From an optimization exercise on the open Yosys and OpenROAD flow, aimed at small area, a short achievable clock period and few clock cycles per item; shortcuts taken in it are not production practice. The RTL was checked by simulation tests, not by an equivalence proof against the original design. Power is estimated from default activity; no workload was simulated.

===== flow/config.mk =====
export PLATFORM = sky130hd
export DESIGN_NAME = fifo_slot_dispatcher
export DESIGN_NICKNAME = fifo_slot_dispatcher
export VERILOG_FILES = /design/flow/design.v
export SDC_FILE = /design/flow/constraint.sdc
export NUM_CORES = 4
export LEC_CHECK = 0
export CAP_MARGIN = 20
export CORE_MARGIN = 2
export CORE_UTILIZATION = 40
export SLEW_MARGIN = 20
export SYNTH_MEMORY_MAX_BITS = 8192

===== flow/constraint.sdc =====
create_clock -name core_clock -period 10.0 [get_ports {aclk}]
set_input_delay 2.0000 -clock core_clock [delete_from_list [all_inputs] [get_ports {aclk}]]
set_output_delay 2.0000 -clock core_clock [all_outputs]
set_load 0.01 [all_outputs]

===== flow/design.v =====
package fsd_pkg;
    localparam int SLOT_COUNT  = 8;
    localparam int QUEUE_DEPTH = 64;
    localparam int SLOT_CNT_W = $clog2(SLOT_COUNT + 1);
    localparam int SLOT_IDX_W = (SLOT_COUNT > 1) ? $clog2(SLOT_COUNT) : 1;
    localparam int QPTR_W     = $clog2(QUEUE_DEPTH);
    localparam int QCNT_W     = $clog2(QUEUE_DEPTH + 1);
    localparam int JOB_W  = 16;
    localparam int DUR_W  = 24;
    localparam int TICK_W = 32;
    localparam int QENT_W = JOB_W + DUR_W + TICK_W;
    localparam logic [DUR_W-1:0] ELAPSED_MAX   = '1;
    localparam logic [JOB_W-1:0] COMPLETED_MAX = '1;
    typedef enum logic [1:0] {
        KIND_START    = 2'd0,
        KIND_COMPLETE = 2'd1,
        KIND_SUMMARY  = 2'd2,
        KIND_OVERFLOW = 2'd3
    } kind_t;
    localparam logic CMD_ARRIVAL = 1'b0;
    localparam logic CMD_TICK    = 1'b1;
    localparam logic CFG_SLOTS_IN_USE = 1'b0;
    localparam logic CFG_JOB_LIMIT    = 1'b1;
    typedef enum logic [2:0] {
        ST_IDLE,
        ST_OVF,
        ST_DISP,
        ST_DLOAD,
        ST_ADV,
        ST_SUM
    } state_t;
    typedef struct packed {
        logic accept;
        logic arr_write;
        logic ovf_emit;
        logic idx_clr;
        logic idx_inc;
        logic disp_load;
        logic snap_busy;
        logic adv_step;
        logic sum_emit;
    } dp_cmd_t;
    typedef struct packed {
        logic run_done;
        logic q_full;
        logic disp_end;
        logic disp_take;
        logic adv_end;
        logic adv_emit;
        logic out_free;
    } dp_status_t;
endpackage
module fsd_ram #(
    parameter int WIDTH = 8,
    parameter int DEPTH = 16
) (
    input  logic                     aclk,
    input  logic                     wr_en,
    input  logic [$clog2(DEPTH)-1:0] wr_addr,
    input  logic [WIDTH-1:0]         wr_data,
    input  logic [$clog2(DEPTH)-1:0] rd_addr,
    output logic [WIDTH-1:0]         rd_data
);
    logic [WIDTH-1:0] mem_reg [DEPTH];
    logic [WIDTH-1:0] rd_data_reg;
    always_ff @(posedge aclk) begin
        if (wr_en) begin
            mem_reg[wr_addr] <= wr_data;
        end
        rd_data_reg <= mem_reg[rd_addr];
    end
    assign rd_data = rd_data_reg;
endmodule
import fsd_pkg::*;
module fsd_ctrl (
    input  logic       aclk,
    input  logic       aresetn,
    input  logic       s_valid,
    output logic       s_ready,
    input  logic       s_cmd,
    input  fsd_pkg::dp_status_t status,
    output fsd_pkg::dp_cmd_t    cmd
);
    fsd_pkg::state_t state_reg;
    fsd_pkg::state_t state_next;
    always_ff @(posedge aclk) begin
        if (!aresetn) begin
            state_reg <= ST_IDLE;
        end else begin
            state_reg <= state_next;
        end
    end
    always_comb begin
        state_next = state_reg;
        cmd        = '0;
        s_ready    = 1'b0;
        unique case (state_reg)
            ST_IDLE: begin
                s_ready = 1'b1;
                if (s_valid) begin
                    cmd.accept = 1'b1;
                    if (!status.run_done) begin
                        if (s_cmd == CMD_ARRIVAL) begin
                            if (status.q_full) begin
                                state_next = ST_OVF;
                            end else begin
                                cmd.arr_write = 1'b1;
                            end
                        end else begin
                            cmd.idx_clr = 1'b1;
                            state_next  = ST_DISP;
                        end
                    end
                end
            end
            ST_OVF: begin
                if (status.out_free) begin
                    cmd.ovf_emit = 1'b1;
                    state_next   = ST_IDLE;
                end
            end
            ST_DISP: begin
                if (status.disp_end) begin
                    cmd.idx_clr   = 1'b1;
                    cmd.snap_busy = 1'b1;
                    state_next    = ST_ADV;
                end else if (status.disp_take) begin
                    state_next = ST_DLOAD;
                end else begin
                    cmd.idx_inc = 1'b1;
                end
            end
            ST_DLOAD: begin
                if (status.out_free) begin
                    cmd.disp_load = 1'b1;
                    cmd.idx_inc   = 1'b1;
                    state_next    = ST_DISP;
                end
            end
            ST_ADV: begin
                if (status.run_done || status.adv_end) begin
                    state_next = ST_SUM;
                end else if (!status.adv_emit || status.out_free) begin
                    cmd.adv_step = 1'b1;
                    cmd.idx_inc  = 1'b1;
                end
            end
            ST_SUM: begin
                if (status.out_free) begin
                    cmd.sum_emit = 1'b1;
                    state_next   = ST_IDLE;
                end
            end
            default: state_next = ST_IDLE;
        endcase
    end
endmodule
import fsd_pkg::*;
module fsd_datapath (
    input  logic              aclk,
    input  logic              aresetn,
    input  logic              cfg_valid,
    input  logic              cfg_addr,
    input  logic [15:0]       cfg_data,
    input  logic [JOB_W-1:0]  s_job_id,
    input  logic [DUR_W-1:0]  s_duration,
    output logic              m_valid,
    input  logic              m_ready,
    output logic [1:0]        m_kind,
    output logic [JOB_W-1:0]  m_out_job,
    output logic [2:0]        m_slot,
    output logic [TICK_W-1:0] m_wait_ticks,
    output logic [3:0]        m_busy_slots,
    output logic              m_done_res,
    output logic              m_last,
    input  fsd_pkg::dp_cmd_t           cmd,
    output fsd_pkg::dp_status_t        status
);
    logic [3:0]        slots_in_use_reg;
    logic [JOB_W-1:0]  job_limit_reg;
    logic [QPTR_W-1:0] head_reg, tail_reg;
    logic [QCNT_W-1:0] qcount_reg;
    logic [TICK_W-1:0] tick_reg;
    logic [JOB_W-1:0]  completed_reg;
    logic              done_reg;
    logic [SLOT_COUNT-1:0] busy_reg;
    logic [JOB_W-1:0]      sjob_reg [SLOT_COUNT];
    logic [DUR_W-1:0]      sdur_reg [SLOT_COUNT];
    logic [DUR_W-1:0]      selap_reg [SLOT_COUNT];
    logic [SLOT_CNT_W-1:0] idx_reg;
    logic [SLOT_CNT_W-1:0] busy_snap_reg;
    logic [JOB_W-1:0]      ovf_job_reg;
    logic              mv_reg;
    fsd_pkg::kind_t    kind_reg;
    logic [JOB_W-1:0]  job_o_reg;
    logic [2:0]        slot_o_reg;
    logic [TICK_W-1:0] wait_o_reg;
    logic [3:0]        busy_o_reg;
    logic              done_o_reg;
    logic              last_o_reg;
    logic [QENT_W-1:0]     q_rd;
    logic [JOB_W-1:0]      q_job;
    logic [DUR_W-1:0]      q_dur;
    logic [TICK_W-1:0]     q_arr;
    logic [SLOT_IDX_W-1:0] sidx;
    logic [SLOT_CNT_W-1:0] active;
    logic [SLOT_CNT_W-1:0] busy_cnt;
    logic [DUR_W-1:0]      elap_new;
    logic                  completes;
    logic [JOB_W-1:0]      comp_new;
    logic                  out_free;
    fsd_ram #(
        .WIDTH (QENT_W),
        .DEPTH (QUEUE_DEPTH)
    ) u_queue (
        .aclk    (aclk),
        .wr_en   (cmd.arr_write),
        .wr_addr (tail_reg),
        .wr_data ({s_job_id, s_duration, tick_reg}),
        .rd_addr (head_reg),
        .rd_data (q_rd)
    );
    assign {q_job, q_dur, q_arr} = q_rd;
    assign sidx = SLOT_IDX_W'(idx_reg);
    always_comb begin
        if (32'(slots_in_use_reg) > SLOT_COUNT) begin
            active = SLOT_CNT_W'(SLOT_COUNT);
        end else begin
            active = SLOT_CNT_W'(slots_in_use_reg);
        end
        busy_cnt = '0;
        for (int i = 0; i < SLOT_COUNT; i++) begin
            busy_cnt = busy_cnt + SLOT_CNT_W'(busy_reg[i]);
        end
    end
    assign elap_new  = (selap_reg[sidx] == ELAPSED_MAX) ? ELAPSED_MAX
                                                         : selap_reg[sidx] + 1'b1;
    assign completes = busy_reg[sidx] && (elap_new >= sdur_reg[sidx]);
    assign comp_new  = (completed_reg == COMPLETED_MAX) ? COMPLETED_MAX
                                                        : completed_reg + 1'b1;
    assign out_free  = !mv_reg || m_ready;
    assign status.run_done  = done_reg;
    assign status.q_full    = (qcount_reg == QCNT_W'(QUEUE_DEPTH));
    assign status.disp_end  = (idx_reg >= active);
    assign status.disp_take = !busy_reg[sidx] && (qcount_reg != '0);
    assign status.adv_end   = (idx_reg == SLOT_CNT_W'(SLOT_COUNT));
    assign status.adv_emit  = completes;
    assign status.out_free  = out_free;
    always_ff @(posedge aclk) begin
        if (!aresetn) begin
            slots_in_use_reg <= 4'(SLOT_COUNT);
            job_limit_reg    <= 16'd80;
            head_reg         <= '0;
            tail_reg         <= '0;
            qcount_reg       <= '0;
            tick_reg         <= '0;
            completed_reg    <= '0;
            done_reg         <= 1'b0;
            busy_reg         <= '0;
            idx_reg          <= '0;
            mv_reg           <= 1'b0;
        end else begin
            if (cfg_valid) begin
                unique case (cfg_addr)
                    CFG_SLOTS_IN_USE: slots_in_use_reg <= cfg_data[3:0];
                    CFG_JOB_LIMIT:    job_limit_reg    <= cfg_data;
                    default:          ;
                endcase
            end
            if (cmd.arr_write) begin
                tail_reg   <= (tail_reg == QPTR_W'(QUEUE_DEPTH - 1)) ? '0 : tail_reg + 1'b1;
                qcount_reg <= qcount_reg + 1'b1;
            end
            if (cmd.idx_clr) begin
                idx_reg <= '0;
            end else if (cmd.idx_inc) begin
                idx_reg <= idx_reg + 1'b1;
            end
            if (cmd.disp_load) begin
                busy_reg[sidx] <= 1'b1;
                head_reg   <= (head_reg == QPTR_W'(QUEUE_DEPTH - 1)) ? '0 : head_reg + 1'b1;
                qcount_reg <= qcount_reg - 1'b1;
            end
            if (cmd.adv_step && completes) begin
                busy_reg[sidx] <= 1'b0;
                completed_reg  <= comp_new;
                if (comp_new >= job_limit_reg) begin
                    done_reg <= 1'b1;
                end
            end
            if (cmd.sum_emit && !done_reg) begin
                tick_reg <= tick_reg + 1'b1;
            end
            if (cmd.ovf_emit || cmd.disp_load || cmd.sum_emit
                    || (cmd.adv_step && completes)) begin
                mv_reg <= 1'b1;
            end else if (m_ready) begin
                mv_reg <= 1'b0;
            end
        end
    end
    always_ff @(posedge aclk) begin
        if (cmd.accept) begin
            ovf_job_reg <= s_job_id;
        end
        if (cmd.snap_busy) begin
            busy_snap_reg <= busy_cnt;
        end
        if (cmd.disp_load) begin
            sjob_reg[sidx]  <= q_job;
            sdur_reg[sidx]  <= q_dur;
            selap_reg[sidx] <= '0;
        end
        if (cmd.adv_step && busy_reg[sidx]) begin
            selap_reg[sidx] <= elap_new;
        end
        if (cmd.ovf_emit) begin
            kind_reg   <= KIND_OVERFLOW;
            job_o_reg  <= ovf_job_reg;
            slot_o_reg <= '0;
            wait_o_reg <= '0;
            busy_o_reg <= '0;
            done_o_reg <= done_reg;
            last_o_reg <= 1'b1;
        end else if (cmd.disp_load) begin
            kind_reg   <= KIND_START;
            job_o_reg  <= q_job;
            slot_o_reg <= 3'(idx_reg);
            wait_o_reg <= tick_reg - q_arr;
            busy_o_reg <= '0;
            done_o_reg <= done_reg;
            last_o_reg <= 1'b0;
        end else if (cmd.adv_step && completes) begin
            kind_reg   <= KIND_COMPLETE;
            job_o_reg  <= sjob_reg[sidx];
            slot_o_reg <= 3'(idx_reg);
            wait_o_reg <= '0;
            busy_o_reg <= '0;
            done_o_reg <= done_reg || (comp_new >= job_limit_reg);
            last_o_reg <= 1'b0;
        end else if (cmd.sum_emit) begin
            kind_reg   <= KIND_SUMMARY;
            job_o_reg  <= '0;
            slot_o_reg <= '0;
            wait_o_reg <= '0;
            busy_o_reg <= 4'(busy_snap_reg);
            done_o_reg <= done_reg;
            last_o_reg <= 1'b1;
        end
    end
    assign m_valid      = mv_reg;
    assign m_kind       = kind_reg;
    assign m_out_job    = job_o_reg;
    assign m_slot       = slot_o_reg;
    assign m_wait_ticks = wait_o_reg;
    assign m_busy_slots = busy_o_reg;
    assign m_done_res   = done_o_reg;
    assign m_last       = last_o_reg;
endmodule
import fsd_pkg::*;
module fifo_slot_dispatcher (
    input  logic              aclk,
    input  logic              aresetn,
    input  logic              cfg_valid,
    output logic              cfg_ready,
    input  logic              cfg_addr,
    input  logic [15:0]       cfg_data,
    input  logic              s_valid,
    output logic              s_ready,
    input  logic              s_cmd,
    input  logic [JOB_W-1:0]  s_job_id,
    input  logic [DUR_W-1:0]  s_duration,
    output logic              m_valid,
    input  logic              m_ready,
    output logic [1:0]        m_kind,
    output logic [JOB_W-1:0]  m_out_job,
    output logic [2:0]        m_slot,
    output logic [TICK_W-1:0] m_wait_ticks,
    output logic [3:0]        m_busy_slots,
    output logic              m_done_res,
    output logic              m_last
);
    fsd_pkg::dp_cmd_t    cmd;
    fsd_pkg::dp_status_t status;
    assign cfg_ready = 1'b1;
    fsd_ctrl u_ctrl (
        .aclk    (aclk),
        .aresetn (aresetn),
        .s_valid (s_valid),
        .s_ready (s_ready),
        .s_cmd   (s_cmd),
        .status  (status),
        .cmd     (cmd)
    );
    fsd_datapath u_dp (
        .aclk         (aclk),
        .aresetn      (aresetn),
        .cfg_valid    (cfg_valid),
        .cfg_addr     (cfg_addr),
        .cfg_data     (cfg_data),
        .s_job_id     (s_job_id),
        .s_duration   (s_duration),
        .m_valid      (m_valid),
        .m_ready      (m_ready),
        .m_kind       (m_kind),
        .m_out_job    (m_out_job),
        .m_slot       (m_slot),
        .m_wait_ticks (m_wait_ticks),
        .m_busy_slots (m_busy_slots),
        .m_done_res   (m_done_res),
        .m_last       (m_last),
        .cmd          (cmd),
        .status       (status)
    );
endmodule

===== flow/run.sh =====
#!/bin/bash
# synth_recipe.tcl (not shown) runs the flow's synth.tcl, then flattens the netlist and writes it again
# the make line also repeats each setting of config.mk as NAME=value (left out here)
make -C /OpenROAD-flow-scripts/flow DESIGN_CONFIG=/design/flow/config.mk WORK_HOME=/design/flow/orfs CLKGATE_MAP_FILE= SYNTH_SCRIPT=/design/flow/synth_recipe.tcl finish

==> notes.md <==
cell usage after synthesis (24+ instances only):
master	n	area [µm²]
edfxtp_1	5157	155000
mux4_2	1619	36500
clkbuf_1	256	961
dfxtp_1	220	4400
nor2_1	196	736
nand2_1	147	552
buf_2	137	686
a21oi_1	119	596
ha_1	92	1150
inv_1	78	293
mux2i_1	67	671
xor2_1	51	447
o21ai_0	48	240
xnor2_1	44	385
buf_1	36	135
nand3_1	34	170
a21o_1	32	240
a22o_1	31	272
o21a_1	24	180
kinds of logic after synthesis:
logic type	count (synthesis)	synth area share
other	1	0.0000182
DFF	5377	0.773
muxes	1715	0.183
adders and majority gates	98	0.00617
AOI/OAI and AO/OA	350	0.0110
buffers and inverters	518	0.0105
and+or+nand+nor	542	0.0124
xor gates and xnor gates	95	0.00404
final cells by class:
type                    count  area, µm²
well taps                6757       8450
clock inverters           290       2740
flip-flops and latches   5377     159000
repair buffers            404       3800
fillers                 41666     278000
diodes                     14       35.0
inverters                  81        305
clock buffers             703      14700
multi-input cells        2801      45300
critical path: cells and delay by family, from the launching register on:
family / cells / cell delay (ps)
and+or+nand+nor: 9 / 2330
DFF: 1 / 920
muxes: 2 / 460
adders and majority gates: 1 / 280
AOI/OAI and AO/OA: 5 / 1090
buffers and inverters: 4 / 1570
per-stage QoR:
stage          hold WS, ps  power (mW)   util
2_1_floorplan          436        26.6      -
3_3_place_gp           448        27.5  0.423
3_5_place_dp           453        27.5  0.423
4_1_cts                462        47.4  0.457
5_1_grt                479        48.4  0.458
6_report               460        47.1  0.458
worst max path at each step:
stage	start	endpoint	slack [ps]
after floorplan	s_cmd	u_dp.u_queue.mem_reg[63][0]$_DFFE_PP_	3250
after detailed placement	register	u_dp.selap_reg[6][3]$_DFFE_PP_	2790
after CTS	register	u_dp.selap_reg[6][3]$_DFFE_PP_	2760
after global routing	register	u_dp.selap_reg[6][17]$_DFFE_PP_	2310
final	register	u_dp.selap_reg[6][3]$_DFFE_PP_	2910
after global placement	register	u_dp.selap_reg[6][19]$_DFFE_PP_	2630
metal layers:
layer	share of wire	vias up	wire, µm	GRT usage
met5	0.00052	-	284	0
met4	0.022	42	12200	0.0452
met3	0.086	748	47400	0.0353
met2	0.49	4772	267000	0.339
met1	0.40	53784	221000	0.294
li1	-	38346	-	-
power breakdown:
| part | total, mW | internal [mW] | switching, mW |
|---|---|---|---|
| registers | 24.9 | 24.7 | 0.166 |
| logic | 2.11 | 0.908 | 1.20 |
| clock network | 20.0 | 11.4 | 8.66 |
==> load_flow_metrics.sql <==
INSERT INTO impl_metrics (metric_group, metric, value, unit) VALUES
('status', 'outcome', 'timing/DRC/antenna clean', ''),
('power', 'total_leakage_power', '74.2', 'nW'),
('clock_network', 'cts_sinks', '5377', ''),
('clock_network', 'htree_num_levels', '6', ''),
('sta', 'timing.final.crit_period', '7090', 'ps'),
('setup_path', 'r2r_setup_slack', '2910', 'ps'),
('sta', 'period_share', '0.709', ''),
('sta', 'report.final.setup_viol', '0', ''),
('placement', 'port_buffers', '123', ''),
('global_routing', 'number_of_global_route_vias_before_repair', '97989', ''),
('layout', 'num-nets-final', '9375', ''),
('global_routing', 'gr-usage-all-layers', '0.207', ''),
('die', 'die_y', '722', 'µm'),
('route', 'drc_violation_count_after_routing', '0', ''),
('layout', 'most_used_cells_in_the_layout_excluding_fill_and_tap_cells', 'edfxtp_1, mux4_2, clkbuf_16', ''),
('clock_network', 'cts.repair.resized', '0', ''),
('setup_path', 'path_cells', 'buf_4 > mux4_2 > mux2i_1 > a211oi_2 > nand2_1 > nor2_2 > nand4_1 > buf_4 > and2_2 > ha_1 > nand2b_1 > a21o_1 > a211oi_1 > o32ai_1 > nor2_1 > o31ai_4 > buf_4 > nand2_1 > nand2_1 > nor2_2 > buf_4', ''),
('worst_hold_path', 'min_to', 'u_dp.job_limit_reg[8]$_SDFFE_PN0P_', ''),
('sta', 'report.final.hold_viol_count', '0', ''),
('placement', 'placed_area', '0.217', 'mm²'),
('sta', 'slew_violations', '0', ''),
('yosys', 'sequential_share_of_the_synthesized_area', '0.773', ''),
('sta', 'worst_clock_skew', '58.9', 'ps'),
('placement', 'final_weighted_congestion_of_routability_driven_global_placement', '0.823', ''),
('global_routing', 'globalRouteOverflowTotal', '0', ''),
('layout', 'area_growth_from_synthesis_to_layout', '13.9', '%'),
('setup_path', 'cp_common_cell', 'buf_4', ''),
('setup_path', 'reg2regPathDepth', '21', ''),
('sta', 'timing.final.ws_setup', '2910', 'ps'),
('setup_path', 'worstPathMaxFanout', '47', ''),
('power', 'ir_drop', '0.149', 'mV'),
('clock_network', 'cts_tree', 'done', ''),
('layout', 'fin_area', '0.235', 'mm²'),
('setup_path', 'regToRegEndpoint', 'u_dp.selap_reg[6][3]$_DFFE_PP_', ''),
('route', 'number_of_nets_with_antenna_violations_after_detailed_routing', '0', ''),
('yosys', 'ys_ff_latch', '5377', ''),
('job', 'cap_viol_max_count', '0', ''),
('layout', 'finalNonFillerCells', '16427', ''),
('clock_network', 'cts_post_setup_buffers_inserted', '0', ''),
('yosys', 'synthesis.nets', '8857', ''),
('layout', 'final_layout_size_suffix_gt1_frac', '0.296', ''),
('setup_path', 'cp_data_required_time', '10730', 'ps'),
('setup_path', 'critical_path.slowest_cell', 'dfxtp_4', ''),
('clock_network', 'clock_tree.root_cell', 'clkbuf_16', ''),
('global_routing', 'grt_start_max_net_pins', '133', ''),
('clock_network', 'clock_insertion_delay_worst_skew', '1080', 'ps'),
('power', 'p_per_area', '200', 'mW/mm²'),
('sta', 'setup_total_negative_slack', '0', 'ps'),
('route', 'dr.pass1.iters', '6', ''),
('die', 'std_cell_rows', '263', ''),
('setup_path', 'worst_setup_path_end_kind', 'register', ''),
('sta', 'fmax', '141', 'MHz'),
('route', 'average_wire_per_standard_cell', '33.4', 'µm'),
('clock_network', 'clk_pin_slew', '60', 'ps'),
('clock_network', 'cts_inserted_buffers', '549', ''),
('yosys', 'netlist_area', '0.206', 'mm²'),
('layout', 'layout.cells.most_common', 'edfxtp_1', ''),
('yosys', 'edff_count_synth', '5157', ''),
('setup_path', 'start_kind', 'register', ''),
('die', 'floorplan.io_pins', '125', ''),
('layout', 'largest_register_ffs', '4608', ''),
('yosys', 'yosys.cell_types.count', '78', ''),
('route', 'totalWireLength', '548000', 'µm'),
('die', 'die-area', '0.521', 'mm²'),
('setup_path', 'arrival', '7820', 'ps'),
('setup_path', 'critical_path_class', 'register to register', ''),
('worst_hold_path', 'min_path_cells', '2', ''),
('setup_path', 'critPathMaxStageDelay', '920', 'ps'),
('worst_hold_path', 'min_from', 'u_dp.job_limit_reg[8]$_SDFFE_PN0P_', ''),
('worst_hold_path', 'hold_path_class', 'register to register', ''),
('yosys', 'syn_area_per_cell', '23.7', 'µm²');
Testbench counts, summed over its fixed seeds: cycles 77,995, items 12,008.

-- static timing again, ports no longer ideal --
In the flow no input, the clock included, has a driving cell. The finished layout below was timed again as built, in two steps. Step 1, drivers: a clkbuf_16 drives aclk and a buf_2 each remaining input, both assumed. Step 2 also shifts input and output timing later by t, the mid clock arrival at the registers, as if the neighbouring blocks saw the same clock. Slacks: no drivers / after step 1 / after step 2; pairs: no drivers / after step 1.
shift t [ns]: 1.183
setup slack, ns: 2.909 / 2.909 / 2.909
worst setup path at the end: register to register
worst slew at a driven data input, ns: 0.15
pins driven straight from the clock port: 1
After both steps this run still meets setup and hold. For this run, drivers alone change the setup slack by 0.000 ns; drivers and shift together by 0.000 ns.
